Source: an optimization exercise on an open RTL-to-GDS flow (aim: small area and a short achievable clock period). Production flows keep margins and buffers that such runs may drop.
No functional check of the RTL was part of any run shown here.
Power figures rest on the tool's default switching activity, not on a simulated workload.

<file path="flow/run.sh">
#!/bin/bash
set -euo pipefail
export BUFFER_PORTS_ARGS="-buffer_cell sky130_fd_sc_hd__buf_1"
export CTS_BUF_LIST="sky130_fd_sc_hd__clkbuf_8 sky130_fd_sc_hd__clkbuf_16"
export CTS_CLUSTER_SIZE=24
export CTS_CLUSTER_DIAMETER=100
export SETUP_SLACK_MARGIN=4.4
bash standard.sh finish > make_finish.log 2>&1
</file>
<file path="standard.sh">
#!/bin/bash
# synth_recipe.tcl (not shown) runs the flow's synth.tcl, then flattens the netlist and writes it again
# the make line also repeats each setting of config.mk as NAME=value (left out here)
make -C /OpenROAD-flow-scripts/flow DESIGN_CONFIG=/design/flow/config.mk WORK_HOME=/design/flow/orfs CLKGATE_MAP_FILE= SYNTH_SCRIPT=/design/flow/synth_recipe.tcl "${@:-finish}"
</file>
<file path="config.mk">
export PLATFORM = sky130hd
export DESIGN_NAME = executeStage
export DESIGN_NICKNAME = executeStage
export VERILOG_FILES = /design/flow/design.v
export SDC_FILE = /design/flow/constraint.sdc
export NUM_CORES = 4
export LEC_CHECK = 0
export CAP_MARGIN = 20
export CORE_MARGIN = 2
export CORE_UTILIZATION = 40
export SLEW_MARGIN = 20
</file>
<file path="constraint.sdc">
create_clock -name core_clock -period 7.2 [get_ports {clk_i}]
set_input_delay 1.4400 -clock core_clock [delete_from_list [all_inputs] [get_ports {clk_i}]]
set_output_delay 1.4400 -clock core_clock [all_outputs]
set_load 0.01 [all_outputs]
</file>
<file path="design.v">
package y86Pkg;
    localparam int WORD_W = 64;                              
    localparam logic [3:0] REG_NONE = 4'hF;                  
    localparam logic [WORD_W-1:0] STACK_STEP = 64'd8;        
    localparam int ZF_BIT = 2;
    localparam int SF_BIT = 1;
    localparam int OF_BIT = 0;
    localparam logic [2:0] CC_RESET = 3'b100;                
    typedef enum logic [3:0] {
        HALT   = 4'h0,
        NOP    = 4'h1,
        CMOVXX = 4'h2,                                       
        IRMOVQ = 4'h3,
        RMMOVQ = 4'h4,
        MRMOVQ = 4'h5,
        OPQ    = 4'h6,
        JXX    = 4'h7,
        CALL   = 4'h8,
        RET    = 4'h9,
        PUSHQ  = 4'hA,
        POPQ   = 4'hB
    } icodeE;
    typedef enum logic [3:0] {
        ADD = 4'h0,
        SUB = 4'h1,
        AND = 4'h2,
        XOR = 4'h3
    } aluFunE;
    typedef enum logic [3:0] {
        YES = 4'h0,
        LE  = 4'h1,
        L   = 4'h2,
        E   = 4'h3,
        NE  = 4'h4,
        GE  = 4'h5,
        G   = 4'h6
    } condE;
    typedef enum logic [2:0] {
        BUBBLE = 3'd0,
        OK     = 3'd1,
        STALL  = 3'd4
    } statE;
endpackage
`timescale 1ns/1ps
module executeRegister (
    input  logic                         clk_i,
    input  logic                         rst_n_i,
    input  logic                         stall_i,
    input  logic                         bubble_i,
    input  logic [3:0]                   icode_i,
    input  logic [3:0]                   ifun_i,
    input  logic [2:0]                   stat_i,
    input  logic [y86Pkg::WORD_W-1:0]    valA_i,
    input  logic [y86Pkg::WORD_W-1:0]    valB_i,
    input  logic [y86Pkg::WORD_W-1:0]    valC_i,
    input  logic [3:0]                   dstE_i,
    input  logic [3:0]                   dstM_i,
    output logic                         bubble_o,
    output logic [3:0]                   icode_o,
    output logic [2:0]                   cfun_o,      
    output logic                         setCc_o,
    output logic [2:0]                   stat_o,
    output logic [y86Pkg::WORD_W-1:0]    valA_o,
    output logic [y86Pkg::WORD_W-1:1]    opX_o,
    output logic [y86Pkg::WORD_W-1:1]    opY_o,
    output logic                         sum0_o,      
    output logic                         carry1_o,    
    output logic                         noCarry_o,
    output logic                         zeroE_o,     
    output logic [3:0]                   dstE_o,
    output logic [3:0]                   dstM_o
);
    localparam int W = y86Pkg::WORD_W;
    logic kill;
    logic load;
    assign kill = !rst_n_i || bubble_i;
    assign load = !rst_n_i || !stall_i;
    logic isOpq, isCmov, isIrmov, isMem, isPush, isPop, isJxx;
    assign isOpq   = (icode_i == y86Pkg::OPQ);
    assign isCmov  = (icode_i == y86Pkg::CMOVXX);
    assign isIrmov = (icode_i == y86Pkg::IRMOVQ);
    assign isMem   = (icode_i == y86Pkg::RMMOVQ) || (icode_i == y86Pkg::MRMOVQ);
    assign isPush  = (icode_i == y86Pkg::CALL)   || (icode_i == y86Pkg::PUSHQ);
    assign isPop   = (icode_i == y86Pkg::RET)    || (icode_i == y86Pkg::POPQ);
    assign isJxx   = (icode_i == y86Pkg::JXX);
    logic opAdd, opSub, opAnd, opXor;
    assign opAdd = isOpq && (ifun_i == 4'h0);
    assign opSub = isOpq && (ifun_i == 4'h1);
    assign opAnd = isOpq && (ifun_i == 4'h2);
    assign opXor = isOpq && (ifun_i == 4'h3);
    logic xB;
    assign xB = isOpq || isMem || isPush || isPop;
    logic opNone;
    assign opNone = isOpq && (ifun_i[3:2] != 2'b00);
    logic yA, yNA, yNAB, yC, yM8, yP8;
    assign yA   = opAdd || opXor || isCmov;
    assign yNA  = opSub;
    assign yNAB = opAnd;
    assign yC   = isIrmov || isMem;
    assign yM8  = isPush;
    assign yP8  = isPop;
    logic [W-1:0] xNext, yNext;
    assign xNext = {W{xB}} & valB_i;
    assign yNext = ({W{yA}}   & valA_i)
                 | ({W{yNA}}  & ~valA_i)
                 | ({W{yNAB}} & (~valA_i & valB_i))
                 | ({W{yC}}   & valC_i)
                 | ({W{yM8}}  & (-y86Pkg::STACK_STEP))
                 | ({W{yP8}}  & y86Pkg::STACK_STEP);
    logic sum0Next, carry1Next;
    assign sum0Next   = xNext[0] ^ (yNA ? valA_i[0] : yNext[0]);
    assign carry1Next = yNA ? (valB_i[0] | ~valA_i[0]) : (xNext[0] & yNext[0]);
    logic [2:0] cfunNext;
    assign cfunNext = ((isJxx || isCmov) && (ifun_i < 4'd7)) ? ifun_i[2:0] : 3'd7;
    always_ff @(posedge clk_i) begin
        if (load) begin
            bubble_o <= kill;
            setCc_o  <= !kill && isOpq;
            icode_o  <= icode_i;
            stat_o   <= stat_i;
            dstE_o   <= dstE_i;
            dstM_o   <= dstM_i;
            valA_o   <= valA_i;
            cfun_o   <= cfunNext;
            opX_o    <= xNext[W-1:1];
            opY_o    <= yNext[W-1:1];
            sum0_o   <= sum0Next;
            carry1_o <= carry1Next;
            noCarry_o <= opAnd || opXor || opNone;
            zeroE_o   <= opNone;
        end
    end
endmodule
`timescale 1ns/1ps
module aluUnit (
    input  logic [y86Pkg::WORD_W-1:1]    opX_i,
    input  logic [y86Pkg::WORD_W-1:1]    opY_i,
    input  logic                         sum0_i,
    input  logic                         carry1_i,
    input  logic                         noCarry_i,
    output logic [y86Pkg::WORD_W-1:0]    valE_o
);
    logic [63:1] gen;
    logic [63:1] prop;
    logic [63:1] carry;
    assign gen  = opX_i & opY_i;
    assign prop = opX_i ^ opY_i;
    logic gn1, pn1;
    logic gn2, pn2;
    logic gn3, pn3;
    logic gn4, pn4;
    logic gn5, pn5;
    logic gn6, pn6;
    logic gn7, pn7;
    logic gn8, pn8;
    logic gn9, pn9;
    logic gn10, pn10;
    logic gn11, pn11;
    logic gn12, pn12;
    logic gn13, pn13;
    logic gn14, pn14;
    logic gn15, pn15;
    logic gn16, pn16;
    logic gn17, pn17;
    logic gn18, pn18;
    logic gn19, pn19;
    logic gn20, pn20;
    logic gn21, pn21;
    logic gn22, pn22;
    logic gn23, pn23;
    logic gn24, pn24;
    logic gn25, pn25;
    logic gn26, pn26;
    logic gn27, pn27;
    logic gn28, pn28;
    logic gn29, pn29;
    logic gn30, pn30;
    logic gn31, pn31;
    logic gn32, pn32;
    logic gn33, pn33;
    logic gn34, pn34;
    logic gn35, pn35;
    logic gn36, pn36;
    logic gn37, pn37;
    logic gn38, pn38;
    logic gn39, pn39;
    logic gn40, pn40;
    logic gn41, pn41;
    logic gn42, pn42;
    logic gn43, pn43;
    logic gn44, pn44;
    logic gn45, pn45;
    logic gn46, pn46;
    logic gn47, pn47;
    logic gn48, pn48;
    logic gn49, pn49;
    logic gn50, pn50;
    logic gn51, pn51;
    logic gn52, pn52;
    logic gn53, pn53;
    logic gn54, pn54;
    logic gn55, pn55;
    logic gn56, pn56;
    logic gn57, pn57;
    logic gn58, pn58;
    logic gn59, pn59;
    logic gn60, pn60;
    logic gn61, pn61;
    logic gn62, pn62;
    logic gn63, pn63;
    logic gn64, pn64;
    logic gn65, pn65;
    logic gn66, pn66;
    logic gn67, pn67;
    logic gn68, pn68;
    logic gn69, pn69;
    logic gn70, pn70;
    logic gn71, pn71;
    logic gn72, pn72;
    logic gn73, pn73;
    logic gn74, pn74;
    logic gn75, pn75;
    logic gn76, pn76;
    logic gn77, pn77;
    logic gn78, pn78;
    logic gn79, pn79;
    logic gn80, pn80;
    logic gn81, pn81;
    logic gn82, pn82;
    logic gn83, pn83;
    logic gn84, pn84;
    logic gn85, pn85;
    logic gn86, pn86;
    logic gn87, pn87;
    logic gn88, pn88;
    logic gn89, pn89;
    logic gn90, pn90;
    logic gn91, pn91;
    logic gn92, pn92;
    logic gn93, pn93;
    logic gn94, pn94;
    logic gn95, pn95;
    logic gn96, pn96;
    logic gn97, pn97;
    logic gn98, pn98;
    logic gn99, pn99;
    logic gn100, pn100;
    logic gn101, pn101;
    logic gn102, pn102;
    logic gn103, pn103;
    logic gn104, pn104;
    logic gn105, pn105;
    logic gn106, pn106;
    logic gn107, pn107;
    logic gn108, pn108;
    logic gn109, pn109;
    logic gn110, pn110;
    logic gn111, pn111;
    logic gn112, pn112;
    logic gn113, pn113;
    logic gn114, pn114;
    logic gn115, pn115;
    logic gn116, pn116;
    logic gn117, pn117;
    logic gn118, pn118;
    logic gn119, pn119;
    logic gn120, pn120;
    logic gn121, pn121;
    logic gn122, pn122;
    logic gn123, pn123;
    logic gn124, pn124;
    logic gn125, pn125;
    logic gn126, pn126;
    logic gn127, pn127;
    logic gn128, pn128;
    logic gn129, pn129;
    logic gn130, pn130;
    logic gn131, pn131;
    logic gn132, pn132;
    logic gn133, pn133;
    logic gn134, pn134;
    logic gn135, pn135;
    logic gn136, pn136;
    logic gn137, pn137;
    logic gn138, pn138;
    logic gn139, pn139;
    logic gn140, pn140;
    logic gn141, pn141;
    logic gn142, pn142;
    logic gn143, pn143;
    logic gn144, pn144;
    logic gn145, pn145;
    logic gn146, pn146;
    logic gn147, pn147;
    logic gn148, pn148;
    logic gn149, pn149;
    logic gn150, pn150;
    logic gn151, pn151;
    logic gn152, pn152;
    logic gn153, pn153;
    logic gn154, pn154;
    logic gn155, pn155;
    logic gn156, pn156;
    logic gn157, pn157;
    logic gn158, pn158;
    logic gn159, pn159;
    logic gn160, pn160;
    logic gn161, pn161;
    logic gn162, pn162;
    logic gn163, pn163;
    logic gn164, pn164;
    logic gn165, pn165;
    logic gn166, pn166;
    logic gn167, pn167;
    logic gn168, pn168;
    logic gn169, pn169;
    logic gn170, pn170;
    logic gn171, pn171;
    logic gn172, pn172;
    logic gn173, pn173;
    logic gn174, pn174;
    logic gn175, pn175;
    logic gn176, pn176;
    logic gn177, pn177;
    logic gn178, pn178;
    logic gn179, pn179;
    logic gn180, pn180;
    logic gn181, pn181;
    logic gn182, pn182;
    logic gn183, pn183;
    logic gn184, pn184;
    logic gn185, pn185;
    logic gn186, pn186;
    logic gn187, pn187;
    logic gn188, pn188;
    logic gn189, pn189;
    logic gn190, pn190;
    logic gn191, pn191;
    logic gn192, pn192;
    assign gn1 = gen[1] | (prop[1] & carry1_i);
    assign gn2 = gen[3] | (prop[3] & gen[2]);
    assign pn2 = prop[3] & prop[2];
    assign gn3 = gen[5] | (prop[5] & gen[4]);
    assign pn3 = prop[5] & prop[4];
    assign gn4 = gen[7] | (prop[7] & gen[6]);
    assign pn4 = prop[7] & prop[6];
    assign gn5 = gen[9] | (prop[9] & gen[8]);
    assign pn5 = prop[9] & prop[8];
    assign gn6 = gen[11] | (prop[11] & gen[10]);
    assign pn6 = prop[11] & prop[10];
    assign gn7 = gen[13] | (prop[13] & gen[12]);
    assign pn7 = prop[13] & prop[12];
    assign gn8 = gen[15] | (prop[15] & gen[14]);
    assign pn8 = prop[15] & prop[14];
    assign gn9 = gen[17] | (prop[17] & gen[16]);
    assign pn9 = prop[17] & prop[16];
    assign gn10 = gen[19] | (prop[19] & gen[18]);
    assign pn10 = prop[19] & prop[18];
    assign gn11 = gen[21] | (prop[21] & gen[20]);
    assign pn11 = prop[21] & prop[20];
    assign gn12 = gen[23] | (prop[23] & gen[22]);
    assign pn12 = prop[23] & prop[22];
    assign gn13 = gen[25] | (prop[25] & gen[24]);
    assign pn13 = prop[25] & prop[24];
    assign gn14 = gen[27] | (prop[27] & gen[26]);
    assign pn14 = prop[27] & prop[26];
    assign gn15 = gen[29] | (prop[29] & gen[28]);
    assign pn15 = prop[29] & prop[28];
    assign gn16 = gen[31] | (prop[31] & gen[30]);
    assign pn16 = prop[31] & prop[30];
    assign gn17 = gen[33] | (prop[33] & gen[32]);
    assign pn17 = prop[33] & prop[32];
    assign gn18 = gen[35] | (prop[35] & gen[34]);
    assign pn18 = prop[35] & prop[34];
    assign gn19 = gen[37] | (prop[37] & gen[36]);
    assign pn19 = prop[37] & prop[36];
    assign gn20 = gen[39] | (prop[39] & gen[38]);
    assign pn20 = prop[39] & prop[38];
    assign gn21 = gen[41] | (prop[41] & gen[40]);
    assign pn21 = prop[41] & prop[40];
    assign gn22 = gen[43] | (prop[43] & gen[42]);
    assign pn22 = prop[43] & prop[42];
    assign gn23 = gen[45] | (prop[45] & gen[44]);
    assign pn23 = prop[45] & prop[44];
    assign gn24 = gen[47] | (prop[47] & gen[46]);
    assign pn24 = prop[47] & prop[46];
    assign gn25 = gen[49] | (prop[49] & gen[48]);
    assign pn25 = prop[49] & prop[48];
    assign gn26 = gen[51] | (prop[51] & gen[50]);
    assign pn26 = prop[51] & prop[50];
    assign gn27 = gen[53] | (prop[53] & gen[52]);
    assign pn27 = prop[53] & prop[52];
    assign gn28 = gen[55] | (prop[55] & gen[54]);
    assign pn28 = prop[55] & prop[54];
    assign gn29 = gen[57] | (prop[57] & gen[56]);
    assign pn29 = prop[57] & prop[56];
    assign gn30 = gen[59] | (prop[59] & gen[58]);
    assign pn30 = prop[59] & prop[58];
    assign gn31 = gen[61] | (prop[61] & gen[60]);
    assign pn31 = prop[61] & prop[60];
    assign gn32 = gen[63] | (prop[63] & gen[62]);
    assign pn32 = prop[63] & prop[62];
    assign gn33 = gen[2] | (prop[2] & gn1);
    assign gn34 = gn2 | (pn2 & gn1);
    assign gn35 = gen[6] | (prop[6] & gn3);
    assign pn35 = prop[6] & pn3;
    assign gn36 = gn4 | (pn4 & gn3);
    assign pn36 = pn4 & pn3;
    assign gn37 = gen[10] | (prop[10] & gn5);
    assign pn37 = prop[10] & pn5;
    assign gn38 = gn6 | (pn6 & gn5);
    assign pn38 = pn6 & pn5;
    assign gn39 = gen[14] | (prop[14] & gn7);
    assign pn39 = prop[14] & pn7;
    assign gn40 = gn8 | (pn8 & gn7);
    assign pn40 = pn8 & pn7;
    assign gn41 = gen[18] | (prop[18] & gn9);
    assign pn41 = prop[18] & pn9;
    assign gn42 = gn10 | (pn10 & gn9);
    assign pn42 = pn10 & pn9;
    assign gn43 = gen[22] | (prop[22] & gn11);
    assign pn43 = prop[22] & pn11;
    assign gn44 = gn12 | (pn12 & gn11);
    assign pn44 = pn12 & pn11;
    assign gn45 = gen[26] | (prop[26] & gn13);
    assign pn45 = prop[26] & pn13;
    assign gn46 = gn14 | (pn14 & gn13);
    assign pn46 = pn14 & pn13;
    assign gn47 = gen[30] | (prop[30] & gn15);
    assign pn47 = prop[30] & pn15;
    assign gn48 = gn16 | (pn16 & gn15);
    assign pn48 = pn16 & pn15;
    assign gn49 = gen[34] | (prop[34] & gn17);
    assign pn49 = prop[34] & pn17;
    assign gn50 = gn18 | (pn18 & gn17);
    assign pn50 = pn18 & pn17;
    assign gn51 = gen[38] | (prop[38] & gn19);
    assign pn51 = prop[38] & pn19;
    assign gn52 = gn20 | (pn20 & gn19);
    assign pn52 = pn20 & pn19;
    assign gn53 = gen[42] | (prop[42] & gn21);
    assign pn53 = prop[42] & pn21;
    assign gn54 = gn22 | (pn22 & gn21);
    assign pn54 = pn22 & pn21;
    assign gn55 = gen[46] | (prop[46] & gn23);
    assign pn55 = prop[46] & pn23;
    assign gn56 = gn24 | (pn24 & gn23);
    assign pn56 = pn24 & pn23;
    assign gn57 = gen[50] | (prop[50] & gn25);
    assign pn57 = prop[50] & pn25;
    assign gn58 = gn26 | (pn26 & gn25);
    assign pn58 = pn26 & pn25;
    assign gn59 = gen[54] | (prop[54] & gn27);
    assign pn59 = prop[54] & pn27;
    assign gn60 = gn28 | (pn28 & gn27);
    assign pn60 = pn28 & pn27;
    assign gn61 = gen[58] | (prop[58] & gn29);
    assign pn61 = prop[58] & pn29;
    assign gn62 = gn30 | (pn30 & gn29);
    assign pn62 = pn30 & pn29;
    assign gn63 = gen[62] | (prop[62] & gn31);
    assign pn63 = prop[62] & pn31;
    assign gn64 = gn32 | (pn32 & gn31);
    assign pn64 = pn32 & pn31;
    assign gn65 = gen[4] | (prop[4] & gn34);
    assign gn66 = gn3 | (pn3 & gn34);
    assign gn67 = gn35 | (pn35 & gn34);
    assign gn68 = gn36 | (pn36 & gn34);
    assign gn69 = gen[12] | (prop[12] & gn38);
    assign pn69 = prop[12] & pn38;
    assign gn70 = gn7 | (pn7 & gn38);
    assign pn70 = pn7 & pn38;
    assign gn71 = gn39 | (pn39 & gn38);
    assign pn71 = pn39 & pn38;
    assign gn72 = gn40 | (pn40 & gn38);
    assign pn72 = pn40 & pn38;
    assign gn73 = gen[20] | (prop[20] & gn42);
    assign pn73 = prop[20] & pn42;
    assign gn74 = gn11 | (pn11 & gn42);
    assign pn74 = pn11 & pn42;
    assign gn75 = gn43 | (pn43 & gn42);
    assign pn75 = pn43 & pn42;
    assign gn76 = gn44 | (pn44 & gn42);
    assign pn76 = pn44 & pn42;
    assign gn77 = gen[28] | (prop[28] & gn46);
    assign pn77 = prop[28] & pn46;
    assign gn78 = gn15 | (pn15 & gn46);
    assign pn78 = pn15 & pn46;
    assign gn79 = gn47 | (pn47 & gn46);
    assign pn79 = pn47 & pn46;
    assign gn80 = gn48 | (pn48 & gn46);
    assign pn80 = pn48 & pn46;
    assign gn81 = gen[36] | (prop[36] & gn50);
    assign pn81 = prop[36] & pn50;
    assign gn82 = gn19 | (pn19 & gn50);
    assign pn82 = pn19 & pn50;
    assign gn83 = gn51 | (pn51 & gn50);
    assign pn83 = pn51 & pn50;
    assign gn84 = gn52 | (pn52 & gn50);
    assign pn84 = pn52 & pn50;
    assign gn85 = gen[44] | (prop[44] & gn54);
    assign pn85 = prop[44] & pn54;
    assign gn86 = gn23 | (pn23 & gn54);
    assign pn86 = pn23 & pn54;
    assign gn87 = gn55 | (pn55 & gn54);
    assign pn87 = pn55 & pn54;
    assign gn88 = gn56 | (pn56 & gn54);
    assign pn88 = pn56 & pn54;
    assign gn89 = gen[52] | (prop[52] & gn58);
    assign pn89 = prop[52] & pn58;
    assign gn90 = gn27 | (pn27 & gn58);
    assign pn90 = pn27 & pn58;
    assign gn91 = gn59 | (pn59 & gn58);
    assign pn91 = pn59 & pn58;
    assign gn92 = gn60 | (pn60 & gn58);
    assign pn92 = pn60 & pn58;
    assign gn93 = gen[60] | (prop[60] & gn62);
    assign pn93 = prop[60] & pn62;
    assign gn94 = gn31 | (pn31 & gn62);
    assign pn94 = pn31 & pn62;
    assign gn95 = gn63 | (pn63 & gn62);
    assign pn95 = pn63 & pn62;
    assign gn96 = gn64 | (pn64 & gn62);
    assign pn96 = pn64 & pn62;
    assign gn97 = gen[8] | (prop[8] & gn68);
    assign gn98 = gn5 | (pn5 & gn68);
    assign gn99 = gn37 | (pn37 & gn68);
    assign gn100 = gn38 | (pn38 & gn68);
    assign gn101 = gn69 | (pn69 & gn68);
    assign gn102 = gn70 | (pn70 & gn68);
    assign gn103 = gn71 | (pn71 & gn68);
    assign gn104 = gn72 | (pn72 & gn68);
    assign gn105 = gen[24] | (prop[24] & gn76);
    assign pn105 = prop[24] & pn76;
    assign gn106 = gn13 | (pn13 & gn76);
    assign pn106 = pn13 & pn76;
    assign gn107 = gn45 | (pn45 & gn76);
    assign pn107 = pn45 & pn76;
    assign gn108 = gn46 | (pn46 & gn76);
    assign pn108 = pn46 & pn76;
    assign gn109 = gn77 | (pn77 & gn76);
    assign pn109 = pn77 & pn76;
    assign gn110 = gn78 | (pn78 & gn76);
    assign pn110 = pn78 & pn76;
    assign gn111 = gn79 | (pn79 & gn76);
    assign pn111 = pn79 & pn76;
    assign gn112 = gn80 | (pn80 & gn76);
    assign pn112 = pn80 & pn76;
    assign gn113 = gen[40] | (prop[40] & gn84);
    assign pn113 = prop[40] & pn84;
    assign gn114 = gn21 | (pn21 & gn84);
    assign pn114 = pn21 & pn84;
    assign gn115 = gn53 | (pn53 & gn84);
    assign pn115 = pn53 & pn84;
    assign gn116 = gn54 | (pn54 & gn84);
    assign pn116 = pn54 & pn84;
    assign gn117 = gn85 | (pn85 & gn84);
    assign pn117 = pn85 & pn84;
    assign gn118 = gn86 | (pn86 & gn84);
    assign pn118 = pn86 & pn84;
    assign gn119 = gn87 | (pn87 & gn84);
    assign pn119 = pn87 & pn84;
    assign gn120 = gn88 | (pn88 & gn84);
    assign pn120 = pn88 & pn84;
    assign gn121 = gen[56] | (prop[56] & gn92);
    assign pn121 = prop[56] & pn92;
    assign gn122 = gn29 | (pn29 & gn92);
    assign pn122 = pn29 & pn92;
    assign gn123 = gn61 | (pn61 & gn92);
    assign pn123 = pn61 & pn92;
    assign gn124 = gn62 | (pn62 & gn92);
    assign pn124 = pn62 & pn92;
    assign gn125 = gn93 | (pn93 & gn92);
    assign pn125 = pn93 & pn92;
    assign gn126 = gn94 | (pn94 & gn92);
    assign pn126 = pn94 & pn92;
    assign gn127 = gn95 | (pn95 & gn92);
    assign pn127 = pn95 & pn92;
    assign gn128 = gn96 | (pn96 & gn92);
    assign pn128 = pn96 & pn92;
    assign gn129 = gen[16] | (prop[16] & gn104);
    assign gn130 = gn9 | (pn9 & gn104);
    assign gn131 = gn41 | (pn41 & gn104);
    assign gn132 = gn42 | (pn42 & gn104);
    assign gn133 = gn73 | (pn73 & gn104);
    assign gn134 = gn74 | (pn74 & gn104);
    assign gn135 = gn75 | (pn75 & gn104);
    assign gn136 = gn76 | (pn76 & gn104);
    assign gn137 = gn105 | (pn105 & gn104);
    assign gn138 = gn106 | (pn106 & gn104);
    assign gn139 = gn107 | (pn107 & gn104);
    assign gn140 = gn108 | (pn108 & gn104);
    assign gn141 = gn109 | (pn109 & gn104);
    assign gn142 = gn110 | (pn110 & gn104);
    assign gn143 = gn111 | (pn111 & gn104);
    assign gn144 = gn112 | (pn112 & gn104);
    assign gn145 = gen[48] | (prop[48] & gn120);
    assign pn145 = prop[48] & pn120;
    assign gn146 = gn25 | (pn25 & gn120);
    assign pn146 = pn25 & pn120;
    assign gn147 = gn57 | (pn57 & gn120);
    assign pn147 = pn57 & pn120;
    assign gn148 = gn58 | (pn58 & gn120);
    assign pn148 = pn58 & pn120;
    assign gn149 = gn89 | (pn89 & gn120);
    assign pn149 = pn89 & pn120;
    assign gn150 = gn90 | (pn90 & gn120);
    assign pn150 = pn90 & pn120;
    assign gn151 = gn91 | (pn91 & gn120);
    assign pn151 = pn91 & pn120;
    assign gn152 = gn92 | (pn92 & gn120);
    assign pn152 = pn92 & pn120;
    assign gn153 = gn121 | (pn121 & gn120);
    assign pn153 = pn121 & pn120;
    assign gn154 = gn122 | (pn122 & gn120);
    assign pn154 = pn122 & pn120;
    assign gn155 = gn123 | (pn123 & gn120);
    assign pn155 = pn123 & pn120;
    assign gn156 = gn124 | (pn124 & gn120);
    assign pn156 = pn124 & pn120;
    assign gn157 = gn125 | (pn125 & gn120);
    assign pn157 = pn125 & pn120;
    assign gn158 = gn126 | (pn126 & gn120);
    assign pn158 = pn126 & pn120;
    assign gn159 = gn127 | (pn127 & gn120);
    assign pn159 = pn127 & pn120;
    assign gn160 = gn128 | (pn128 & gn120);
    assign pn160 = pn128 & pn120;
    assign gn161 = gen[32] | (prop[32] & gn144);
    assign gn162 = gn17 | (pn17 & gn144);
    assign gn163 = gn49 | (pn49 & gn144);
    assign gn164 = gn50 | (pn50 & gn144);
    assign gn165 = gn81 | (pn81 & gn144);
    assign gn166 = gn82 | (pn82 & gn144);
    assign gn167 = gn83 | (pn83 & gn144);
    assign gn168 = gn84 | (pn84 & gn144);
    assign gn169 = gn113 | (pn113 & gn144);
    assign gn170 = gn114 | (pn114 & gn144);
    assign gn171 = gn115 | (pn115 & gn144);
    assign gn172 = gn116 | (pn116 & gn144);
    assign gn173 = gn117 | (pn117 & gn144);
    assign gn174 = gn118 | (pn118 & gn144);
    assign gn175 = gn119 | (pn119 & gn144);
    assign gn176 = gn120 | (pn120 & gn144);
    assign gn177 = gn145 | (pn145 & gn144);
    assign gn178 = gn146 | (pn146 & gn144);
    assign gn179 = gn147 | (pn147 & gn144);
    assign gn180 = gn148 | (pn148 & gn144);
    assign gn181 = gn149 | (pn149 & gn144);
    assign gn182 = gn150 | (pn150 & gn144);
    assign gn183 = gn151 | (pn151 & gn144);
    assign gn184 = gn152 | (pn152 & gn144);
    assign gn185 = gn153 | (pn153 & gn144);
    assign gn186 = gn154 | (pn154 & gn144);
    assign gn187 = gn155 | (pn155 & gn144);
    assign gn188 = gn156 | (pn156 & gn144);
    assign gn189 = gn157 | (pn157 & gn144);
    assign gn190 = gn158 | (pn158 & gn144);
    assign gn191 = gn159 | (pn159 & gn144);
    assign gn192 = gn160 | (pn160 & gn144);
    assign carry = {gn191, gn190, gn189, gn188, gn187, gn186, gn185, gn184, gn183, gn182, gn181, gn180, gn179, gn178, gn177, gn176, gn175, gn174, gn173, gn172, gn171, gn170, gn169, gn168, gn167, gn166, gn165, gn164, gn163, gn162, gn161, gn144, gn143, gn142, gn141, gn140, gn139, gn138, gn137, gn136, gn135, gn134, gn133, gn132, gn131, gn130, gn129, gn104, gn103, gn102, gn101, gn100, gn99, gn98, gn97, gn68, gn67, gn66, gn65, gn34, gn33, gn1, carry1_i};
    assign valE_o = {prop ^ (carry & {63{!noCarry_i}}), sum0_i};
endmodule
`timescale 1ns/1ps
module condUnit (
    input  logic                         clk_i,
    input  logic                         rst_n_i,
    input  logic                         stall_i,
    input  logic                         setCc_i,      
    input  logic                         xSign_i,      
    input  logic                         ySign_i,      
    input  logic                         noCarry_i,    
    input  logic [y86Pkg::WORD_W-1:0]    mValE_i,      
    input  logic [2:0]                   cfun_i,
    output logic                         cnd_o
);
    localparam int MSB = y86Pkg::WORD_W - 1;
    logic [2:0] ccSaved;
    logic       fromM;         
    logic       mSignSame;     
    logic       mXSign;        
    logic [2:0] cc;
    logic       zf;
    logic       sf;
    logic       of;
    assign zf = fromM ? (mValE_i == '0) : ccSaved[y86Pkg::ZF_BIT];
    assign sf = fromM ? mValE_i[MSB]    : ccSaved[y86Pkg::SF_BIT];
    assign of = fromM ? (mSignSame && (mValE_i[MSB] != mXSign)) : ccSaved[y86Pkg::OF_BIT];
    always_comb begin
        cc = '0;
        cc[y86Pkg::ZF_BIT] = zf;
        cc[y86Pkg::SF_BIT] = sf;
        cc[y86Pkg::OF_BIT] = of;
    end
    always_ff @(posedge clk_i) begin
        if (!rst_n_i) begin
            ccSaved <= y86Pkg::CC_RESET;
            fromM   <= 1'b0;
        end else begin
            ccSaved <= cc;
            fromM   <= setCc_i && !stall_i;
        end
    end
    always_ff @(posedge clk_i) begin
        mSignSame <= (xSign_i == ySign_i) && !noCarry_i;
        mXSign    <= xSign_i;
    end
    always_comb begin
        case (cfun_i)
            3'd0:    cnd_o = 1'b1;
            3'd1:    cnd_o = (sf ^ of) | zf;
            3'd2:    cnd_o = sf ^ of;
            3'd3:    cnd_o = zf;
            3'd4:    cnd_o = !zf;
            3'd5:    cnd_o = !(sf ^ of);
            3'd6:    cnd_o = !(sf ^ of) && !zf;
            default: cnd_o = 1'b0;
        endcase
    end
endmodule
`timescale 1ns/1ps
module memoryRegister (
    input  logic                         clk_i,
    input  logic                         rst_n_i,
    input  logic                         stall_i,
    input  logic                         bubble_i,    
    input  logic                         zeroE_i,     
    input  logic [3:0]                   icode_i,
    input  logic [2:0]                   stat_i,
    input  logic [y86Pkg::WORD_W-1:0]    valE_i,
    input  logic [y86Pkg::WORD_W-1:0]    valA_i,
    input  logic [3:0]                   dstE_i,
    input  logic [3:0]                   dstM_i,
    input  logic                         cnd_i,
    output logic [3:0]                   icode_o,
    output logic [2:0]                   stat_o,
    output logic [y86Pkg::WORD_W-1:0]    valE_o,
    output logic [y86Pkg::WORD_W-1:0]    valA_o,
    output logic [3:0]                   dstE_o,
    output logic [3:0]                   dstM_o,
    output logic                         cnd_o
);
    logic [3:0] dstESel;
    assign dstESel = (icode_i == y86Pkg::CMOVXX && !cnd_i) ? y86Pkg::REG_NONE : dstE_i;
    always_ff @(posedge clk_i) begin
        if (!rst_n_i || stall_i || bubble_i) begin       
            icode_o <= y86Pkg::NOP;
            stat_o  <= y86Pkg::BUBBLE;
            valE_o  <= '0;
            valA_o  <= '0;
            dstE_o  <= y86Pkg::REG_NONE;
            dstM_o  <= y86Pkg::REG_NONE;
            cnd_o   <= 1'b0;
        end else begin
            icode_o <= icode_i;
            stat_o  <= stat_i;
            valE_o  <= zeroE_i ? '0 : valE_i;
            valA_o  <= valA_i;
            dstE_o  <= dstESel;
            dstM_o  <= dstM_i;
            cnd_o   <= cnd_i;
        end
    end
endmodule
`timescale 1ns/1ps
module executeStage (
    input  logic                         clk_i,
    input  logic                         rst_n_i,
    input  logic                         stall_i,
    input  logic                         bubble_i,
    input  logic [3:0]                   icode_i,
    input  logic [3:0]                   ifun_i,
    input  logic [2:0]                   stat_i,
    input  logic [y86Pkg::WORD_W-1:0]    valA_i,
    input  logic [y86Pkg::WORD_W-1:0]    valB_i,
    input  logic [y86Pkg::WORD_W-1:0]    valC_i,
    input  logic [3:0]                   dstE_i,
    input  logic [3:0]                   dstM_i,
    input  logic [3:0]                   srcA_i,      
    input  logic [3:0]                   srcB_i,
    output logic [3:0]                   icode_o,
    output logic [2:0]                   stat_o,
    output logic [y86Pkg::WORD_W-1:0]    valE_o,
    output logic [y86Pkg::WORD_W-1:0]    valA_o,
    output logic [3:0]                   dstE_o,
    output logic [3:0]                   dstM_o,
    output logic                         cnd_o
);
    logic                      eBubble;
    logic [3:0]                eIcode;
    logic [2:0]                eCfun;
    logic                      eSetCc;
    logic [2:0]                eStat;
    logic [y86Pkg::WORD_W-1:0] eValA;
    logic [y86Pkg::WORD_W-1:1] eOpX;
    logic [y86Pkg::WORD_W-1:1] eOpY;
    logic                      eSum0;
    logic                      eCarry1;
    logic                      eNoCarry;
    logic                      eZeroE;
    logic [3:0]                eDstE;
    logic [3:0]                eDstM;
    logic [y86Pkg::WORD_W-1:0] aluValE;
    logic                      eCnd;
    executeRegister u_executeRegister (
        .clk_i   (clk_i),   .rst_n_i (rst_n_i), .stall_i (stall_i), .bubble_i (bubble_i),
        .icode_i (icode_i), .ifun_i  (ifun_i),  .stat_i  (stat_i),
        .valA_i  (valA_i),  .valB_i  (valB_i),  .valC_i  (valC_i),
        .dstE_i  (dstE_i),  .dstM_i  (dstM_i),
        .bubble_o (eBubble),
        .icode_o (eIcode),  .cfun_o  (eCfun),   .setCc_o (eSetCc), .stat_o (eStat),
        .valA_o  (eValA),   .opX_o   (eOpX),    .opY_o   (eOpY),   .sum0_o (eSum0), .carry1_o (eCarry1),
        .noCarry_o (eNoCarry), .zeroE_o (eZeroE),
        .dstE_o  (eDstE),   .dstM_o  (eDstM)
    );
    aluUnit u_aluUnit (
        .opX_i  (eOpX),    .opY_i   (eOpY),    .sum0_i (eSum0), .carry1_i (eCarry1), .noCarry_i (eNoCarry),
        .valE_o (aluValE)
    );
    condUnit u_condUnit (
        .clk_i   (clk_i),  .rst_n_i (rst_n_i), .stall_i (stall_i),
        .setCc_i (eSetCc), .xSign_i (eOpX[y86Pkg::WORD_W-1]), .ySign_i (eOpY[y86Pkg::WORD_W-1]),
        .noCarry_i (eNoCarry),
        .mValE_i (valE_o), .cfun_i (eCfun), .cnd_o (eCnd)
    );
    memoryRegister u_memoryRegister (
        .clk_i   (clk_i),   .rst_n_i (rst_n_i), .stall_i (stall_i), .bubble_i (eBubble),
        .zeroE_i (eZeroE),
        .icode_i (eIcode),  .stat_i  (eStat),   .valE_i  (aluValE), .valA_i (eValA),
        .dstE_i  (eDstE),   .dstM_i  (eDstM),   .cnd_i   (eCnd),
        .icode_o (icode_o), .stat_o  (stat_o),  .valE_o  (valE_o),  .valA_o (valA_o),
        .dstE_o  (dstE_o),  .dstM_o  (dstM_o),  .cnd_o   (cnd_o)
    );
endmodule
</file>
==> reports/metrics.cfg, run 1 <==
[status]
status=timing/DRC/antenna clean

[synthesis]
synth.area.top_cells=edfxtp_1 (42%), dfxtp_1 (20%), ha_1 (5.1%)
synth_area_um2=15300
synth-seq-cells=364
synth_fa_ha_area_frac=0.0513
synth_compound_area_frac=0.148
postSynthAreaPerCell_um2=11.9
synth-simple-area-share=0.129
ys_async_sr_fraction=0
synth_xor_area_frac=0.0343
synthCells=1287
synth-edff-count=214
syn-num-nets=1572
synth_top_flop_cell=edfxtp_1
synth_top_area_frac=0.419
synth_seq_area_share=0.615
synth_top_family_by_area=compound AO/OA/AOI/OAI gates
synth.area.mux_share=0.00196
yosysTopAreaCell=edfxtp_1
synthDistinctLibCells=61
yosysWarnings=3

[timing]
fmaxAchievable_mhz=343
worstMarginPinSlew_ps=992
relSlewSlack=0.338
finalCritPeriodShare=0.405
setup_viol=0
setup_tns_ps=0
finClkSkew_ps=21.1
worst_slack_ps=4280
fin_crit_ps=2920
maxSlewViolCount=0
rsz0062_at_grt=true
hold_violations=0

[global_route]
grt_pass1_vias=10883
grt_overflow_total=0
grt_first_pass_wirelength_mm=63.9
grt_max_degree=124
antenna_found_initial=0
grt_usage=0.213

[place]
dpl.hpwl_mm=27.8
gp_congestion=0.798
placed_cell_area_um2=17300
placedCellCount=2103
port-buffer-count=358
preCtsSetupSlack_ps=2960

[cells_and_area]
finalNonFillerCells=2185
post-route-util=0.502
layout_common_cells=buf_1 (351), edfxtp_1 (214), dfxtp_1 (149), a21oi_1 (107), nor2_1 (83)
final_area_um2=18900
final_common_cell=buf_1
fill_cells=3433
area_growth_pct=23.4
layout.nets=1946
drive_above_1_share=0.104

[die]
die_x_um=200
die_area_um2=39900
die_y_um=200
core_area_um2=37700
rows=71
start_util=0.407
ios=367

[power]
p_seq_frac=0.553
power.share.clock=0.265
p_switching_mw=1.19
vdd_drop_max_v=0.000156
internal_power_mw=3.19
switching_share=0.272
power_density_nw_per_um2=232
power_frac_comb=0.181
p_leak_nw=6.81

[cts]
numCtsBuffers=19
path_clk_slew_ps=110
max-clock-path-buffers=3
cts_max_level=1
postCtsHoldBufs=0
numClockSinks=364
cts_tree=built
clk_latency_ps=540
ctsRootBufferMaster=clkbuf_16

[drt]
met2_length_mm=21.5
routed.top_layer=met4
dr_wl_met3_mm=3.66
vias=11635
wl_per_cell_um=21.3
wl_mm=46.5
first_pass_iters=5
drc=0
avgViaCountPerCell=5.32
antenna_left=0
wl_met1_mm=19.9
drt_iter0_drc=662

[job]
cap_violations=0

[setup_path]
cp_max_fo=4
crit_path_start_kind=register
crit_type=register to register
startpoint=u_executeRegister.opX_o[19]
crit_required_ps=7600
cp-end-kind=register
cp.arrival_ps=3310
r2r_start=u_executeRegister.opX_o[19]

[min_path]
min_path_type=register to register
holdCritStartpoint=u_executeRegister.opX_o[63]

==> sequential cells by signal, summed over array words and instances, names as in the netlist, 4 cells and up <==
name / cells
u_memoryRegister.icode_o: 4
u_executeRegister.icode_o: 4
u_executeRegister.dstE_o: 4
u_memoryRegister.valE_o: 64
u_executeRegister.opY_o: 63
u_memoryRegister.valA_o: 64
u_executeRegister.dstM_o: 4
u_memoryRegister.dstE_o: 4
u_executeRegister.opX_o: 63
u_memoryRegister.dstM_o: 4
u_executeRegister.valA_o: 64
==> worst max-delay path: stages (launching register included) <==
cell,delay (ps)
edfxtp_1,380
ha_1,370
a21oi_1,190
o22ai_2,160
a22o_1,230
a221o_1,440
o211ai_4,210
buf_12,150
nand2_8,60
a222oi_1,350
xor2_1,190
nor2_1,50
==> area by class of cell <==
| class | instances | area (um2) | area share |
|---|---|---|---|
| antenna | 1 | 2.50 | 0.000132 |
| clock buffer | 19 | 475 | 0.0251 |
| clock inverter | 14 | 70.1 | 0.00370 |
| inverter | 16 | 63.8 | 0.00337 |
| multi-input combinational | 847 | 6220 | 0.329 |
| sequential | 364 | 9430 | 0.499 |
| tap | 511 | 639 | 0.0338 |
| timing repair buffer | 413 | 2010 | 0.107 |
==> metal layers <==
metal | vias to the layer above | GRT usage
met5 | - | 0
met4 | 0 | 0.0675
met3 | 62 | 0.0447
met2 | 430 | 0.344
met1 | 5619 | 0.288
li1 | 5524 | -
==> kinds of logic (layout without fill, tap and decap cells) <==
family | Yosys count | after routing
compound gates | 355 | 357
xor+xnor | 60 | 60
fa+ha+maj | 63 | 63
buf+inv | 80 | 462
flops | 364 | 364
mux | 3 | 3
other cells | 0 | 1
simple gates | 362 | 364
==> cells in the mapped netlist (9+ instances only) <==
master / number
a21o_1: 16
a21oi_1: 116
a221oi_1: 61
a22oi_1: 15
and2_1: 79
and3_1: 11
clkbuf_1: 59
dfxtp_1: 150
edfxtp_1: 214
ha_1: 62
inv_1: 16
nand2_1: 30
nand2b_1: 11
nand3_1: 13
nand4_1: 9
nor2_1: 88
nor2b_1: 74
nor4_1: 16
o21ai_0: 88
xnor2_1: 25
xor2_1: 35
==> power groups by stage <==
stage	Sequential [mW]	Clock, mW	Combinational [mW]
2_1_floorplan	2.47	0	0.464
3_3_place_gp	2.47	0	0.685
3_5_place_dp	2.47	0	0.695
4_1_cts	2.43	1.21	0.755
5_1_grt	2.44	1.28	0.874
6_report	2.43	1.16	0.796
==> stage by stage <==
step	power, mW	hold slack [ps]
floorplan	2.93	369
global placement	3.15	375
detailed placement	3.17	379
CTS	4.39	403
global route	4.59	435
finish	4.39	400
==> what timing repair did <==
item                       in CTS  in global routing
setup endpoints to repair     168                 96
pin swaps                      28                 31
resized for setup              73                 53
cloned                          6                  4
setup buffers                  18                 20
==> path summary, 6_finish.rpt <==
path / to / slack, ps / cells past startpoint
hold reg to reg: u_condUnit.mXSign / 400 / 0
hold / removal: u_condUnit.mXSign / 400 / 0
setup / recovery: u_memoryRegister.valE_o[58] / 4280 / 11
setup reg to reg: u_memoryRegister.valE_o[58] / 4280 / 11
==> inputs of run 2 (changes only) <==
--- a/design.v
+++ b/design.v
@@ -67,5 +67,4 @@
     output logic                         carry1_o,    
     output logic                         noCarry_o,
-    output logic                         zeroE_o,     
     output logic [3:0]                   dstE_o,
     output logic [3:0]                   dstM_o
@@ -90,7 +89,5 @@
     assign opXor = isOpq && (ifun_i == 4'h3);
     logic xB;
-    assign xB = isOpq || isMem || isPush || isPop;
-    logic opNone;
-    assign opNone = isOpq && (ifun_i[3:2] != 2'b00);
+    assign xB = opAdd || opSub || opAnd || opXor || isMem || isPush || isPop;
     logic yA, yNA, yNAB, yC, yM8, yP8;
     assign yA   = opAdd || opXor || isCmov;
@@ -109,6 +106,13 @@
                  | ({W{yP8}}  & y86Pkg::STACK_STEP);
     logic sum0Next, carry1Next;
-    assign sum0Next   = xNext[0] ^ (yNA ? valA_i[0] : yNext[0]);
-    assign carry1Next = yNA ? (valB_i[0] | ~valA_i[0]) : (xNext[0] & yNext[0]);
+    assign sum0Next   = ((opAdd || opSub || opXor) && (valA_i[0] ^ valB_i[0]))
+                      | (opAnd && (valA_i[0] & valB_i[0]))
+                      | (isCmov && valA_i[0])
+                      | (isIrmov && valC_i[0])
+                      | (isMem && (valB_i[0] ^ valC_i[0]))
+                      | ((isPush || isPop) && valB_i[0]);
+    assign carry1Next = (opAdd && (valA_i[0] & valB_i[0]))
+                      | (opSub && (valB_i[0] | ~valA_i[0]))
+                      | (isMem && (valB_i[0] & valC_i[0]));
     logic [2:0] cfunNext;
     assign cfunNext = ((isJxx || isCmov) && (ifun_i < 4'd7)) ? ifun_i[2:0] : 3'd7;
@@ -127,6 +131,5 @@
             sum0_o   <= sum0Next;
             carry1_o <= carry1Next;
-            noCarry_o <= opAnd || opXor || opNone;
-            zeroE_o   <= opNone;
+            noCarry_o <= opAnd || opXor;
         end
     end
@@ -725,5 +728,4 @@
     input  logic                         stall_i,
     input  logic                         bubble_i,    
-    input  logic                         zeroE_i,     
     input  logic [3:0]                   icode_i,
     input  logic [2:0]                   stat_i,
@@ -755,5 +757,5 @@
             icode_o <= icode_i;
             stat_o  <= stat_i;
-            valE_o  <= zeroE_i ? '0 : valE_i;
+            valE_o  <= valE_i;
             valA_o  <= valA_i;
             dstE_o  <= dstESel;
@@ -798,5 +800,4 @@
     logic                      eCarry1;
     logic                      eNoCarry;
-    logic                      eZeroE;
     logic [3:0]                eDstE;
     logic [3:0]                eDstM;
@@ -811,5 +812,5 @@
         .icode_o (eIcode),  .cfun_o  (eCfun),   .setCc_o (eSetCc), .stat_o (eStat),
         .valA_o  (eValA),   .opX_o   (eOpX),    .opY_o   (eOpY),   .sum0_o (eSum0), .carry1_o (eCarry1),
-        .noCarry_o (eNoCarry), .zeroE_o (eZeroE),
+        .noCarry_o (eNoCarry),
         .dstE_o  (eDstE),   .dstM_o  (eDstM)
     );
@@ -826,5 +827,4 @@
     memoryRegister u_memoryRegister (
         .clk_i   (clk_i),   .rst_n_i (rst_n_i), .stall_i (stall_i), .bubble_i (eBubble),
-        .zeroE_i (eZeroE),
         .icode_i (eIcode),  .stat_i  (eStat),   .valE_i  (aluValE), .valA_i (eValA),
         .dstE_i  (eDstE),   .dstM_i  (eDstM),   .cnd_i   (eCnd),
--- a/flow/run.sh
+++ b/flow/run.sh
@@ -5,4 +5,4 @@
 export CTS_CLUSTER_SIZE=24
 export CTS_CLUSTER_DIAMETER=100
-export SETUP_SLACK_MARGIN=4.4
+export SETUP_SLACK_MARGIN=4.2
 bash standard.sh finish > make_finish.log 2>&1
==> reports/metrics.cfg, run 2 <==
[cells_and_area]
reg.largest.list=u_executeRegister.valA_o x64, u_memoryRegister.valA_o x64, u_memoryRegister.valE_o x64
finalNonFillerCells=2171
layout.nets=1936
fill_cells=3542
n_antenna_cell=0
layout_common_cells=buf_1 (354), edfxtp_1 (213), dfxtp_1 (150), a21oi_1 (108), o21ai_0 (80)
drive_above_1_share=0.0705
final_common_cell=buf_1
multi_input_area_um2=5920
area_growth_pct=19.5
seq_area_um2=9400
post-route-util=0.486

[setup_path]
critPathSlowestCell=edfxtp_1
crit_path_start_kind=register
max_stage_delay_ps=430
crit_type=register to register
cp_max_fo=5
path_cells=ha_4 > and4_4 > and3_4 > a32oi_4 > a21oi_4 > o21ai_4 > a2111oi_4 > buf_6 > a31oi_2 > xor2_1 > nor2_1
crit_required_ps=7600
cp-end-kind=register
cp.arrival_ps=3410

[die]
start_util=0.406
die_y_um=200
core_area_um2=37800
ios=367
die_area_um2=39900
die_x_um=200
rows=71

[synthesis]
synthTopCellsByCount=edfxtp_1 (213), dfxtp_1 (150), a21oi_1 (111)
synth_seq_area_share=0.613
synth_top_flop_cell=edfxtp_1
synth_top_area_frac=0.417
synthDistinctLibCells=66
syn-num-nets=1578
synthCells=1290
synth-seq-cells=363
synth-edff-count=213
synth_most_common_cell=edfxtp_1
yosysWarnings=3
synth.area.top_cells=edfxtp_1 (42%), dfxtp_1 (20%), ha_1 (5.3%)
ys_async_sr_fraction=0
yosysTopAreaCell=edfxtp_1
postSynthAreaPerCell_um2=11.9
synth_area_um2=15300

[global_route]
grt_max_degree=116
antenna_found_initial=0
grt_overflow_total=0
grt_first_pass_wirelength_mm=63.5
grt_usage=0.209
grt_pass1_vias=10910

[cts]
cts_max_level=1
ctsRootBufferMaster=clkbuf_16
cts_tree=built
postCtsHoldBufs=0
numCtsBuffers=19
clk_latency_ps=540
path_clk_slew_ps=110
numClockSinks=363
max-clock-path-buffers=3

[place]
gp_congestion=0.860
dpl.hpwl_mm=29.1
placedCellCount=2111
port-buffer-count=358

[drt]
wl_mm=43.6
wl_per_cell_um=20.1
first_pass_iters=4
drt_iter0_drc=666
antenna_left=0
vias=11439
drc=0
avgViaCountPerCell=5.27

[timing]
hold_violations=0
fin_crit_ps=3010
fmaxAchievable_mhz=332
setup_viol=0
rsz0062_at_grt=true
finalCritPeriodShare=0.418
relSlewSlack=0.387
maxSlewViolCount=0
worstMarginPinSlew_ps=915
setup_tns_ps=0
finClkSkew_ps=22.8

[power]
power_density_nw_per_um2=237
vdd_drop_max_v=0.000175
p_leak_nw=6.55
power_mw=4.35

[status]
status=timing/DRC/antenna clean

[min_path]
min_path_type=register to register

[job]
cap_violations=0

run 2: final cells by class:
cell class / count / area share
inverter: 17 / 0.00375
multi-input combinational: 852 / 0.323
sequential: 363 / 0.513
clock buffer: 19 / 0.0259
tap: 511 / 0.0349
clock inverter: 14 / 0.00410
timing repair buffer: 395 / 0.0956
run 2: routing by layer:
layer / wire length (um) / track usage / part of all wire / vias up
met5: 0 / 0 / 0 / -
met4: 1500 / 0.0738 / 0.034 / 0
met3: 2870 / 0.0425 / 0.066 / 66
met2: 19700 / 0.324 / 0.45 / 389
met1: 19600 / 0.291 / 0.45 / 5483
li1: - / - / - / 5501
run 2: cells by family after synthesis:
logic type,after synthesis,share of synthesized area
AOI/OAI and AO/OA,355,0.151
xor gates and xnor gates,57,0.0326
adders and majority gates,66,0.0537
buffers and inverters,79,0.0193
DFF,363,0.613
muxes,3,0.00196
and+or+nand+nor,367,0.129
run 2: path summary, 6_finish.rpt:
check                           cells past startpoint  slack (ps)                          end                         from
worst max register to register                     11        4190  u_memoryRegister.valE_o[60]  u_executeRegister.opX_o[12]
worst min-delay path                                0         410            u_condUnit.mXSign  u_executeRegister.opX_o[63]
worst min register to register                      0         410            u_condUnit.mXSign  u_executeRegister.opX_o[63]
worst max-delay path                               11        4190  u_memoryRegister.valE_o[60]  u_executeRegister.opX_o[12]
run 2: timing repair:
item,4_1_cts,5_1_grt
endpoints found under the hold margin,0,0
setup buffers,11,8
pin swaps,8,14
setup endpoints to repair,77,77
resized for setup,25,35
gates cloned,5,3
run 2: through the flow:
step	setup WS, ps	area, um2	hold slack [ps]
after floorplan	4040	15400	367
after global placement	2890	17300	397
after detailed placement	2890	17300	374
after CTS	4200	18100	417
after global routing	4120	18300	438
final	4190	18300	413
run 2: power by group:
group / total [mW] / switching (mW) / internal [mW] / leakage [nW]
Combinational: 0.750 / 0.447 / 0.303 / 2.80
Sequential: 2.43 / 0.0607 / 2.37 / 3.45
Clock: 1.17 / 0.678 / 0.495 / 0.311
Total: 4.35 / 1.19 / 3.16 / 6.55
run 2: critical path, delay by kind of cell (launching register included):
kind	cells	cell delay (ps)
buffers and inverters	1	200
AO/OA/AOI/OAI	5	1190
AND/OR/NAND/NOR	3	560
adder cells (fa/ha/maj)	1	310
XOR/XNOR	1	190
flip-flops	1	430
==> inputs of run 3 (changes only) <==
--- a/flow/run.sh
+++ b/flow/run.sh
@@ -5,4 +5,4 @@
 export CTS_CLUSTER_SIZE=24
 export CTS_CLUSTER_DIAMETER=100
-export SETUP_SLACK_MARGIN=4.2
+export SETUP_SLACK_MARGIN=4.1
 bash standard.sh finish > make_finish.log 2>&1
==> reports/metrics.cfg, run 3 <==
[place]
gp_congestion=0.820
preCtsSetupSlack_ps=2760
dpl.hpwl_mm=28.8
port-buffer-count=358

[synthesis]
yosysWarnings=3
postSynthAreaPerCell_um2=11.9
synth_area_um2=15300
synth_seq_area_share=0.613
syn-num-nets=1578
ys_async_sr_fraction=0
synth-edff-count=213
synth-seq-cells=363
synthDistinctLibCells=66
synth_most_common_cell=edfxtp_1
synth_top_flop_cell=edfxtp_1
synthCells=1290
synthTopCellsByCount=edfxtp_1 (213), dfxtp_1 (150), a21oi_1 (111)
yosysTopAreaCell=edfxtp_1
synth_top_area_frac=0.417
synth.area.top_cells=edfxtp_1 (42%), dfxtp_1 (20%), ha_1 (5.3%)

[global_route]
grt_max_degree=115
antenna_found_initial=0
grt_overflow_total=0
grt_usage=0.209
grt_pass1_vias=10946
grt_first_pass_wirelength_mm=63.6

[setup_path]
cp.arrival_ps=3410
crit_required_ps=7560
crit_path_start_kind=input port
crit_type=input port to register
r2r_start=u_executeRegister.opY_o[15]
cp_max_fo=16
cp-end-kind=register
crit_end=u_executeRegister.opY_o[4]
reg2reg_to=u_memoryRegister.valE_o[58]
reg2reg_slack_ps=4220
ff2ff_path_depth=12
startpoint=icode_i[3]

[cells_and_area]
final_common_cell=buf_1
fill_cells=3558
multi_input_area_um2=5880
layout_common_cells=buf_1 (354), edfxtp_1 (213), dfxtp_1 (150), a21oi_1 (110), o21ai_0 (89)
area_growth_pct=18.3
seq_area_um2=9400
drive_above_1_share=0.0589
layout.nets=1924
reg.largest.list=u_executeRegister.valA_o x64, u_memoryRegister.valA_o x64, u_memoryRegister.valE_o x64
n_antenna_cell=0

[timing]
setup_viol=0
worst_slack_ps=4160
relSlewSlack=0.418
finalCritPeriodShare=0.423
worstMarginPinSlew_ps=873
fmaxAchievable_mhz=329
rsz0062_at_grt=false
fin_crit_ps=3040
hold_violations=0
setup_tns_ps=0
maxSlewViolCount=0
finClkSkew_ps=23.8

[drt]
wl_per_cell_um=20.2
antenna_left=0
drt_iter0_drc=639
avgViaCountPerCell=5.30
first_pass_iters=5
drc=0
wl_mm=43.7
vias=11449

[cts]
ctsRootBufferMaster=clkbuf_16
clk_latency_ps=540
path_clk_slew_ps=100
max-clock-path-buffers=3
numCtsBuffers=19
cts_tree=built
postCtsHoldBufs=0
cts_max_level=1
numClockSinks=363

[status]
status=timing/DRC/antenna clean

[die]
die_x_um=200
core_area_um2=37800
die_area_um2=39900
rows=71
die_y_um=200
start_util=0.406
ios=367

[job]
cap_violations=0

[power]
vdd_drop_max_v=0.000194
p_leak_nw=6.48
power_mw=4.32
power_density_nw_per_um2=238

[min_path]
min_path_type=register to register

[run 3: cell counts after synthesis]
Identical to the previous run, type by type.
[run 3: worst min-delay path by stage]
stage / slack (ps) / to / cells past startpoint / start
after floorplan: 370 / u_condUnit.mXSign / 0 / u_executeRegister.opX_o[63]
after global routing: 430 / u_memoryRegister.valA_o[21] / 1 / u_executeRegister.valA_o[21]
final: 420 / u_memoryRegister.valA_o[21] / 1 / u_executeRegister.valA_o[21]
after detailed placement: 400 / u_condUnit.mXSign / 0 / u_executeRegister.opX_o[63]
after CTS: 430 / u_condUnit.mXSign / 0 / u_executeRegister.opX_o[63]
after global placement: 380 / u_condUnit.mXSign / 0 / u_executeRegister.opX_o[63]
[run 3: logic make-up after synthesis]
group	share of synthesized area
simple gates	0.129
flops	0.613
compound gates	0.151
buf+inv	0.0193
fa+ha+maj	0.0537
xor+xnor	0.0326
mux	0.00196
[run 3: routing by layer]
layer | part of all wire | track usage | vias up
met4 | 0.022 | 0.0488 | 0
met1 | 0.44 | 0.289 | 5537
li1 | - | - | 5474
met5 | 0 | 0 | -
met2 | 0.47 | 0.342 | 390
met3 | 0.067 | 0.0388 | 48
[run 3: critical path, stage by stage]
cell and delay (ps):
buf_2 180, nand2b_4 190, nor2_1 130, nand2_1 100, or3_4 410, buf_4 190
nor2_4 420, a21oi_1 130, o21ai_0 210
[run 3: metrics by stage]
step,cell area [um2],hold slack [ps],util,instances
finish,18100,425,0.481,2159
global route,18100,433,0.481,2159
CTS,18000,426,0.476,2156
detailed placement,17300,398,0.457,2110
global placement,17300,383,0.457,2110
floorplan,15400,367,-,1290
[run 3: final cells by class]
cell class | count | area share
inverters | 17 | 0.00372
clock inverters | 14 | 0.00379
clock buffers | 19 | 0.0262
flip-flops and latches | 363 | 0.518
well taps | 511 | 0.0352
multi-input cells | 852 | 0.324
repair buffers | 383 | 0.0890
[run 3: timing repair]
action	4_1_cts	5_1_grt
setup endpoints to repair	74	79
gates cloned	4	1
resized for setup	16	28
setup buffers	9	2
pin swaps	4	7
hold endpoints to repair	0	0
[run 3: power breakdown]
group	total, mW	leakage (nW)	internal [mW]	switching, mW
registers	2.43	3.45	2.37	0.0605
clock network	1.16	0.309	0.492	0.670
logic	0.733	2.73	0.292	0.441
==> inputs of run 4 (changes only) <==
--- a/flow/run.sh
+++ b/flow/run.sh
@@ -5,4 +5,4 @@
 export CTS_CLUSTER_SIZE=24
 export CTS_CLUSTER_DIAMETER=100
-export SETUP_SLACK_MARGIN=4.1
+export SETUP_SLACK_MARGIN=4.3
 bash standard.sh finish > make_finish.log 2>&1
==> reports/metrics.cfg, run 4 <==
[status]
status=timing/DRC/antenna clean

[place]
placed_cell_area_um2=17300
gp_congestion=0.870
port-buffer-count=358
dpl.hpwl_mm=28.9

[setup_path]
r2r_start=u_executeRegister.opY_o[15]
reg2reg_to=u_memoryRegister.valE_o[60]
cp-end-kind=register
worst-path-buf-inv=1
ff2ff_path_depth=11
reg2reg_slack_ps=4270
path_cells=ha_4 > and4_4 > and3_4 > a32oi_4 > a21oi_4 > o21ai_4 > a2111oi_4 > buf_6 > a31oi_1 > xor2_1 > nor2_1
cp.arrival_ps=3350
crit_path_start_kind=register
critPathSlowestCell=edfxtp_1
crit_type=register to register
cp_top_family=compound AO/OA/AOI/OAI gates
crit_required_ps=7620
max_stage_delay_ps=430
cp_max_fo=9
cp.depth=11

[power]
p_switching_mw=1.18
vdd_drop_max_v=0.000193
power_density_nw_per_um2=235
power.share.clock=0.269
switching_share=0.270
internal_power_mw=3.17
power_frac_comb=0.173
power_mw=4.35
p_leak_nw=6.61
p_seq_frac=0.557

[drt]
vias=11527
drt_iter0_drc=678
wl_mm=44.1
first_pass_iters=5
avgViaCountPerCell=5.29
antenna_left=0
wl_per_cell_um=20.3
drc=0

[cts]
max-clock-path-buffers=3
postCtsHoldBufs=0
numCtsBuffers=19
numClockSinks=363
ctsRootBufferMaster=clkbuf_16
cts_tree=built
clk_latency_ps=550
cts_max_level=1
path_clk_slew_ps=100

[timing]
setup_tns_ps=0
worst_hold_slack_ps=409
maxSlewViolCount=0
worstMarginPinSlew_ps=769
fin_crit_ps=2930
rsz0062_at_grt=true
setup_viol=0
hold_violations=0
finalCritPeriodShare=0.407
relSlewSlack=0.485
finClkSkew_ps=21.9
fmaxAchievable_mhz=341

[global_route]
grt_first_pass_wirelength_mm=64.4
grt_pass1_vias=11064
grt_max_degree=108
grt_usage=0.214
antenna_found_initial=0
grt_overflow_total=0

[cells_and_area]
final_common_cell=buf_1
area_growth_pct=20.5
drive_above_1_share=0.0739
final_area_um2=18500
reg.largest.list=u_executeRegister.valA_o x64, u_memoryRegister.valA_o x64, u_memoryRegister.valE_o x64
layout_common_cells=buf_1 (354), edfxtp_1 (213), dfxtp_1 (150), a21oi_1 (108), nor2_1 (78)
layout.nets=1940

[synthesis]
synth_top_area_frac=0.417
postSynthAreaPerCell_um2=11.9
synth.area.top_cells=edfxtp_1 (42%), dfxtp_1 (20%), ha_1 (5.3%)
synthDistinctLibCells=66
syn-num-nets=1578
yosysTopAreaCell=edfxtp_1
synth-edff-count=213
synthTopCellsByCount=edfxtp_1 (213), dfxtp_1 (150), a21oi_1 (111)
synth_seq_area_share=0.613
synth-seq-cells=363
synth_area_um2=15300
synth_most_common_cell=edfxtp_1
synthCells=1290
ys_async_sr_fraction=0
yosysWarnings=3
synth_top_flop_cell=edfxtp_1

[die]
rows=71
core_area_um2=37800
ios=367
start_util=0.406
die_area_um2=39900
die_x_um=200
die_y_um=200

[job]
cap_violations=0

[min_path]
whs_path_depth=0
min_path_type=register to register
holdCritStartpoint=u_executeRegister.opX_o[63]
hold_end=u_condUnit.mXSign

[run 4: changes by cell type in the layout (fill, tap and decap cells not counted), moves of 4 or more]
cell,delta
buf_12,+5
buf_4,+5
buf_16,+4
o21ai_1,+16
o21ai_0,-15
[run 4: timing repair]
item,4_1_cts,5_1_grt
buffers inserted,14,7
setup endpoints to repair,192,171
cloned,8,2
pin swaps,11,11
resized for setup,63,24
[run 4: how the worst max path moves through the flow]
stage / startpoint / endpoint / slack [ps]
2_1_floorplan: icode_i[3] / u_executeRegister.opY_o[15] / 4040
3_3_place_gp: icode_i[3] / u_executeRegister.opY_o[7] / 2850
3_5_place_dp: icode_i[3] / u_executeRegister.opY_o[7] / 2800
4_1_cts: u_executeRegister.opX_o[14] / u_memoryRegister.valE_o[34] / 4290
5_1_grt: u_executeRegister.opY_o[15] / u_memoryRegister.valE_o[58] / 4170
6_report: u_executeRegister.opY_o[15] / u_memoryRegister.valE_o[60] / 4270
[run 4: layer usage]
metal | vias to the layer above | global-route usage | part of all wire
met5 | - | 0 | 0
met4 | 0 | 0.0757 | 0.034
met3 | 68 | 0.0381 | 0.065
met2 | 407 | 0.344 | 0.46
met1 | 5524 | 0.290 | 0.44
li1 | 5528 | - | -
[run 4: logic make-up (layout without fill, tap and decap cells)]
kind of cell / after synthesis / after routing / share of synthesized area
and+or+nand+nor: 367 / 373 / 0.129
DFF: 363 / 363 / 0.613
adders and majority gates: 66 / 66 / 0.0537
AOI/OAI and AO/OA: 355 / 355 / 0.151
muxes: 3 / 3 / 0.00196
other: 0 / 2 / 0
xor gates and xnor gates: 57 / 57 / 0.0326
buffers and inverters: 79 / 447 / 0.0193
[run 4: power groups by stage]
| stage | clock, mW | combinational [mW] | sequential (mW) |
|---|---|---|---|
| floorplan | 0 | 0.467 | 2.47 |
| global placement | 0 | 0.699 | 2.47 |
| detailed placement | 0 | 0.706 | 2.47 |
| CTS | 1.22 | 0.737 | 2.43 |
| global route | 1.28 | 0.837 | 2.44 |
| finish | 1.17 | 0.753 | 2.42 |
[run 4: through the flow]
stage	instances	worst slack [ps]	utilization
after global routing	2175	4170	0.489
after floorplan	1290	4040	-
after CTS	2166	4290	0.486
after global placement	2111	2850	0.457
after detailed placement	2111	2800	0.457
final	2177	4270	0.489
[run 4: area by class of cell]
class | count | area (um2)
Clock inverter | 13 | 70.1
Multi-Input combinational cell | 854 | 5960
Inverter | 17 | 68.8
Timing Repair Buffer | 397 | 1850
Antenna cell | 2 | 5.00
Clock buffer | 20 | 489
Tap cell | 511 | 639
Sequential cell | 363 | 9400
Fill cell | 3492 | 19300

afterwards: timing with drivers on the ports:
Ports are ideal in the flow. The routed layouts listed here were re-timed in OpenROAD.
Step 1 (the two cells are an assumption about what drives the block):
set clk [get_ports {clk_i}]
set_driving_cell -lib_cell sky130_fd_sc_hd__clkbuf_16 $clk
set_driving_cell -lib_cell sky130_fd_sc_hd__buf_2 [delete_from_list [all_inputs] $clk]
Step 2, shift: input delay + t, output delay - t, t = (earliest + latest rising clock arrival at the registers) / 2. This alone moves slack from input paths to output paths.
a / b / c = ideal / step 1 / step 2; a / b = the first two.
run | t (ns) | setup slack, ns | worst setup path at the end
run 1 | 0.575 | 4.284 / 4.284 / 3.825 | input to register
run 2 | 0.583 | 4.191 / 4.191 / 3.679 | input to register
run 3 | 0.576 | 4.156 / 4.175 / 3.599 | input to register
run 4 | 0.584 | 4.269 / 4.269 / 3.721 | input to register
After both steps every run listed still meets setup and hold. The setup slack of run 3, which loses most, moves by +0.019 ns with the drivers and by -0.557 ns with both steps.
